From an optimization exercise on the open Yosys and OpenROAD flow, aimed at small area, a short achievable clock period and few clock cycles per item; shortcuts taken in it are not production practice. In this exercise RTL edits were held to simulation tests only and were not proved equivalent to the original.

<file path="design/flow/design.v">
package wtok_pkg;
  localparam int unsigned LENGTH_WIDTH_DEF = 16;
  localparam logic [31:0] FNV_BASIS = 32'h811C_9DC5;
  localparam logic [31:0] FNV_PRIME = 32'h0100_0193;
  localparam logic [7:0] CHR_NUL = 8'h00;
  localparam logic [7:0] CHR_TAB = 8'h09;
  localparam logic [7:0] CHR_LF  = 8'h0A;
  localparam logic [7:0] CHR_VT  = 8'h0B;
  localparam logic [7:0] CHR_FF  = 8'h0C;
  localparam logic [7:0] CHR_CR  = 8'h0D;
  localparam logic [7:0] CHR_SP  = 8'h20;
  localparam logic [15:0] EOS_LENGTH = 16'd4;
  localparam int unsigned QUEUE_DEPTH = 4;
  localparam int unsigned QUEUE_PTR_W = $clog2(QUEUE_DEPTH);
  localparam int unsigned QUEUE_CNT_W = $clog2(QUEUE_DEPTH + 1);
  typedef struct packed {
    logic [7:0] data_byte;
    logic       end_of_input;
  } byte_t;
  typedef struct packed {
    logic [31:0] word_hash;
    logic [15:0] word_length;
    logic        is_eos;
    logic        last;
  } token_t;
  localparam int unsigned TOKEN_W = 50;  
  localparam logic [31:0] EOS_HASH = 32'hD79C_9359;
endpackage
import wtok_pkg::*;
module word_tokenizer_fnv1a_hasher_top #(
  parameter int unsigned LENGTH_WIDTH = wtok_pkg::LENGTH_WIDTH_DEF
) (
  input  logic   clk,
  input  logic   rst,
  input  logic   byte_valid,
  output logic   byte_ready,
  input  wtok_pkg::byte_t  byte_data,
  output logic   token_valid,
  input  logic   token_ready,
  output wtok_pkg::token_t token_data
);
  localparam logic [1:0] C_NONE = 2'd0;
  localparam logic [1:0] C_WORD = 2'd1;
  localparam logic [1:0] C_LF   = 2'd2;
  localparam logic [1:0] C_END  = 2'd3;
  logic [1:0]  ib_cls;
  logic [7:0]  ib_byte;
  logic                    in_word;
  logic [31:0]             hash_r;
  logic [LENGTH_WIDTH-1:0] len_r;
  logic                    last_r;
  logic [1:0]  e_pre;
  logic        w_own;
  logic        e_post;
  logic        e_front;
  logic        take;
  logic [1:0]  e_pre1;
  logic        w_own1;
  logic        e_post1;
  logic        ok;
  logic        hash_upd;
  logic        word_end;
  logic        byte_xfer;
  logic        in_space;
  logic [1:0]  in_cls;
  logic [31:0] hash_sel;
  logic [31:0] mixed;
  assign e_front     = (e_pre != 2'd0);
  assign token_valid = e_front || w_own;
  assign take        = token_valid && token_ready;
  assign token_data.word_hash   = e_front ? EOS_HASH : hash_r;
  assign token_data.word_length = e_front ? EOS_LENGTH : 16'(len_r);
  assign token_data.is_eos      = e_front;
  assign token_data.last        = e_front || last_r;
  always_comb begin
    e_pre1  = e_pre;
    w_own1  = w_own;
    e_post1 = e_post;
    if (take) begin
      if (e_front) begin
        e_pre1 = e_pre - 2'd1;
      end else begin
        w_own1  = 1'b0;
        e_pre1  = {1'b0, e_post};
        e_post1 = 1'b0;
      end
    end
    case (ib_cls)
      C_WORD:  ok = !w_own1;
      C_LF:    ok = in_word || (w_own1 ? !e_post1 : (e_pre1 != 2'd2));
      C_END:   ok = 1'b1;
      default: ok = 1'b0;
    endcase
    hash_upd = (ib_cls == C_WORD) && !w_own1;
    word_end = ok && in_word && ib_cls[1];
    in_space = (byte_data.data_byte == CHR_SP)  || (byte_data.data_byte == CHR_LF) ||
               (byte_data.data_byte == CHR_CR)  || (byte_data.data_byte == CHR_TAB) ||
               (byte_data.data_byte == CHR_VT)  || (byte_data.data_byte == CHR_FF) ||
               (byte_data.data_byte == CHR_NUL);
    if (byte_data.end_of_input)                 in_cls = C_END;
    else if (byte_data.data_byte == CHR_LF)     in_cls = C_LF;
    else if (in_space)                          in_cls = C_END;
    else                                        in_cls = C_WORD;
    hash_sel = in_word ? hash_r : FNV_BASIS;
    mixed    = (hash_sel ^ {{24{ib_byte[7]}}, ib_byte}) * FNV_PRIME;
  end
  assign byte_ready = (ib_cls == C_NONE) || ok;
  assign byte_xfer  = byte_valid && byte_ready;
  always_ff @(posedge clk) begin
    if (rst) begin
      ib_cls <= C_NONE;
    end else if (byte_xfer) begin
      ib_cls <= in_cls;
    end else if (ok) begin
      ib_cls <= C_NONE;
    end
  end
  always_ff @(posedge clk) begin
    if (byte_xfer) begin
      ib_byte <= byte_data.data_byte;
    end
  end
  always_ff @(posedge clk) begin
    if (rst) begin
      in_word <= 1'b0;
      e_pre   <= 2'd0;
      w_own   <= 1'b0;
      e_post  <= 1'b0;
    end else begin
      e_pre  <= e_pre1;
      w_own  <= w_own1;
      e_post <= e_post1;
      if (ok) begin
        case (ib_cls)
          C_WORD: in_word <= 1'b1;
          C_LF: begin
            in_word <= 1'b0;
            if (in_word) begin
              w_own  <= 1'b1;
              e_post <= 1'b1;
            end else if (w_own1) begin
              e_post <= 1'b1;
            end else begin
              e_pre  <= e_pre1 + 2'd1;
            end
          end
          C_END: begin
            in_word <= 1'b0;
            if (in_word) w_own <= 1'b1;
          end
          default: ;
        endcase
      end
    end
  end
  always_ff @(posedge clk) begin
    if (hash_upd) begin
      hash_r <= mixed;
      if (!in_word) begin
        len_r <= LENGTH_WIDTH'(1);
      end else if (len_r != '1) begin
        len_r <= len_r + LENGTH_WIDTH'(1);
      end
    end
    if (word_end) begin
      last_r <= (ib_cls == C_END);
    end
  end
endmodule
</file>
<file path="design/flow/run.sh">
#!/bin/bash
# synth_recipe.tcl (not shown) runs the flow's synth.tcl, then flattens the netlist and writes it again
# the make line also repeats each setting of config.mk as NAME=value (left out here)
make -C /OpenROAD-flow-scripts/flow DESIGN_CONFIG=/design/flow/config.mk WORK_HOME=/design/flow/orfs CLKGATE_MAP_FILE= SYNTH_SCRIPT=/design/flow/synth_recipe.tcl finish
</file>
<file path="design/flow/config.mk">
export PLATFORM = sky130hd
export DESIGN_NAME = word_tokenizer_fnv1a_hasher_top
export DESIGN_NICKNAME = word_tokenizer_fnv1a_hasher_top
export VERILOG_FILES = /design/flow/design.v
export SDC_FILE = /design/flow/constraint.sdc
export NUM_CORES = 4
export LEC_CHECK = 0
export CAP_MARGIN = 20
export CORE_MARGIN = 2
export CORE_UTILIZATION = 40
export SLEW_MARGIN = 20
</file>
<file path="design/flow/constraint.sdc">
create_clock -name core_clock -period 6.5 [get_ports {clk}]
set_input_delay 1.3000 -clock core_clock [delete_from_list [all_inputs] [get_ports {clk}]]
set_output_delay 1.3000 -clock core_clock [all_outputs]
set_load 0.01 [all_outputs]
</file>
==> run summary <==
## metal layers
metal  global-route usage [%]  wire length (µm)  up-vias
met5                        0                 0        -
met4                     4.98               387        0
met3                     2.42               540       27
met2                     31.5             10200      103
met1                     23.9              9950     3113
li1                         -                 -     3301
## placed cells by master, fill, tap and decap left out, drive strengths merged, types with 6 or more instances in the layout
| master | netlist | layout |
|---|---|---|
| clkbuf | 14 | 10 |
| clkdlybuf4s50 | 0 | 64 |
| nand2 | 42 | 42 |
| a31oi | 7 | 7 |
| a21oi | 41 | 41 |
| dfxtp | 7 | 7 |
| nor2b | 17 | 17 |
| and2 | 67 | 67 |
| nor3 | 10 | 10 |
| buf | 7 | 19 |
| fa | 74 | 74 |
| inv | 176 | 176 |
| o21ai | 18 | 18 |
| a21o | 7 | 7 |
| or3 | 22 | 22 |
| o21a | 8 | 8 |
| ha | 172 | 172 |
| nand2b | 6 | 6 |
| xor2 | 16 | 16 |
| xnor2 | 84 | 84 |
| nand3 | 12 | 12 |
| edfxtp | 57 | 57 |
| nor2 | 41 | 41 |
## area by class of cell
class	count	area share, %
repair buffers	83	7.45
clock inverters	6	0.571
flip-flops and latches	64	17.6
clock buffers	10	2.18
inverters	176	6.28
well taps	285	3.39
multi-input cells	697	62.5
## stage by stage
step,area (µm²),instances,utilization (%),hold WS [ns]
2_1_floorplan,9180,958,-,0.458
3_3_place_gp,10200,1305,45.3,0.487
3_5_place_dp,10200,1305,45.3,0.484
4_1_cts,10500,1321,46.6,0.494
5_1_grt,10500,1321,46.6,0.515
6_report,10500,1321,46.6,0.492
## how the worst min path moves through the flow
stage               from       to  slack (ns)  cells past startpoint
2_1_floorplan  ib_cls[1]  in_word        0.46                      1
3_3_place_gp      e_post   e_post        0.49                      2
3_5_place_dp   ib_cls[1]  in_word        0.48                      1
4_1_cts        ib_cls[1]  in_word        0.49                      1
5_1_grt        ib_cls[1]  in_word        0.51                      1
6_report       ib_cls[1]  in_word        0.49                      1
## flip-flops by register name, summed over array words and instances, names as in the netlist, 2 cells and up
register / flops
len_r: 16
ib_byte: 8
hash_r: 32
e_pre: 2
ib_cls: 2
## logic make-up (layout without fill, tap and decap cells)
group | after synthesis | after routing | synth area share [%]
adders and majority gates | 246 | 246 | 39.6
buffers and inverters | 197 | 275 | 8.23
muxes | 1 | 1 | 0.109
xor gates and xnor gates | 101 | 101 | 9.79
AOI/OAI and AO/OA | 109 | 109 | 7.83
DFF | 64 | 64 | 20.2
and+or+nand+nor | 240 | 240 | 14.3
## worst max-delay path, cell delays in order, from the launching register on
cell and delay (ns):
edfxtp_1 0.69, buf_4 0.33, xnor2_1 0.51, ha_1 0.35, ha_1 0.27, inv_1 0.05
fa_1 0.52, inv_1 0.04, ha_1 0.20, fa_1 0.53, inv_1 0.05, fa_1 0.46
fa_1 0.54, inv_1 0.05, ha_1 0.38, inv_1 0.10, nor2_1 0.19, o21ai_0 0.12
a21oi_1 0.19, o31ai_2 0.13, nand3b_1 0.11, o211ai_1 0.08
==> impl_metrics.env <==
export IMPL_h_tree_depth=3
export IMPL_skew_ns=0.00771
export IMPL_yosys_warnings=1
export IMPL_path_clk_slew_ns=0.06
export IMPL_pre_cts_slack_ns=0.278
export IMPL_antenna_found_initial=0
export IMPL_cts_hold_buf=0
export IMPL_wl_um=21100
export IMPL_rr_worst_depth=21
export IMPL_setup_violations=0
export IMPL_min_path_type="flop to flop"
export IMPL_yosysSeqAreaShare_pct=20.2
export IMPL_async_flop_share_pct=0
export IMPL_slew_violations=0
export IMPL_areaGrowthSynthToFinish_pct=14.6
export IMPL_cp_start_kind="flop"
export IMPL_ys_ff_latch=64
export IMPL_ioPinCount=65
export IMPL_die_area_um2=24200
export IMPL_synth_edff_count=57
export IMPL_finalCritPeriodShare_pct=94.9
export IMPL_grt_remaining_overflow=0
export IMPL_hold_violations=0
export IMPL_diodes=0
export IMPL_synth_most_common_cell="inv_1"
export IMPL_firstDrtPassIters=5
export IMPL_synth_top_area_share_pct=23.4
export IMPL_r2r_start="ib_byte[7]"
export IMPL_cp_arrival_ns=6.24
export IMPL_ys_top_cells_by_count="176 x inv_1, 172 x ha_1, 84 x xnor2_1"
export IMPL_max_freq_mhz=162
export IMPL_timing_worst_setup_path_type="flop to flop"
export IMPL_routedWlPerCell_um=15.9
export IMPL_netlist_instances=958
export IMPL_gr_usage_all_layers_pct=18.2
export IMPL_required_ns=6.58
export IMPL_synthesis_area_um2=9180
export IMPL_die_height_um=155
export IMPL_ff2ff_setup_slack_ns=0.33
export IMPL_gp_congestion=0.871
export IMPL_critPathCapture="hash_r[31]"
export IMPL_io_buffers=64
export IMPL_synthTopCellsByArea="ha_1 23%, edfxtp_1 19%, fa_1 16%"
export IMPL_cts_setup_buffers=0
export IMPL_tritoncts="built"
export IMPL_crit_start="ib_byte[7]"
export IMPL_grt_pass1_vias=6689
export IMPL_area_sequential_um2=1850
export IMPL_dp_hpwl_um=17400
export IMPL_cts_buffers=9
export IMPL_finalNetCount=1290
export IMPL_coreArea_um2=22600
export IMPL_status="complete, no violations"
export IMPL_drive_gt1_share_pct=4.73
export IMPL_final_setup_worst_slack_ns=0.335
export IMPL_avgSynthCellArea_um2=9.58
export IMPL_core_rowCount=55
export IMPL_post_cts_resized=0
export IMPL_synth_area_leader_cell="ha_1"
export IMPL_clk_latency_ns=0.34
export IMPL_maxCapViolCount=0
export IMPL_clock_path_buffers=2
export IMPL_r2r_end="hash_r[31]"
export IMPL_synth_fp_nets=1217
export IMPL_rsz0062_at_grt="no"
export IMPL_fin_tns_setup_ns=0
export IMPL_grt_pass1_wl_um=34100
export IMPL_fin_crit_ns=6.17
export IMPL_fillCellCount=2186
export IMPL_via_count=6544
export IMPL_crit_path_max_fanout=16
export IMPL_tightest_slew_ns=1.07
export IMPL_cts_sinks=64
export IMPL_ys_types=58
export IMPL_maxSlewHeadroom_pct=28.3
export IMPL_drtIter0Drc=285
export IMPL_multi_input_comb_area_um2=6570
export IMPL_start_util_pct=40.7
export IMPL_drcViolationCount=0
export IMPL_critPathCaptureType="flop"
export IMPL_die_x_um=155
export IMPL_grt_start_max_net_pins=34
export IMPL_ys_flop_type="edfxtp_1"
export IMPL_cts_root_buffer="clkbuf_16"
export IMPL_drtAntennaViolNets=0
export IMPL_viasPerCell=4.95
Testbench counts, summed over its fixed seeds: cycles 24,023, bytes 24,000.

static timing again, ports no longer ideal:
Ports are ideal in the flow. The routed layout listed here was re-timed in OpenROAD. Step 1: set_driving_cell puts a clkbuf_16 on clk and a buf_2 on each other input, an assumption about the parent block. Step 2 also shifts input and output timing later by t, the mid clock arrival at the registers, as if the neighbouring blocks saw the same clock. Three values: ideal ports, drivers, drivers and shift; two values: the first two.
shift t [ns]: 0.385
slack for setup (ns): 0.335 / 0.335 / 0.335
worst slew at a driven data input, ns: 0.04
pins driven straight from the clock port: 1
After both steps setup and hold are still met in this run. The setup slack of this run moves by 0.000 ns with the drivers and by 0.000 ns with both steps.
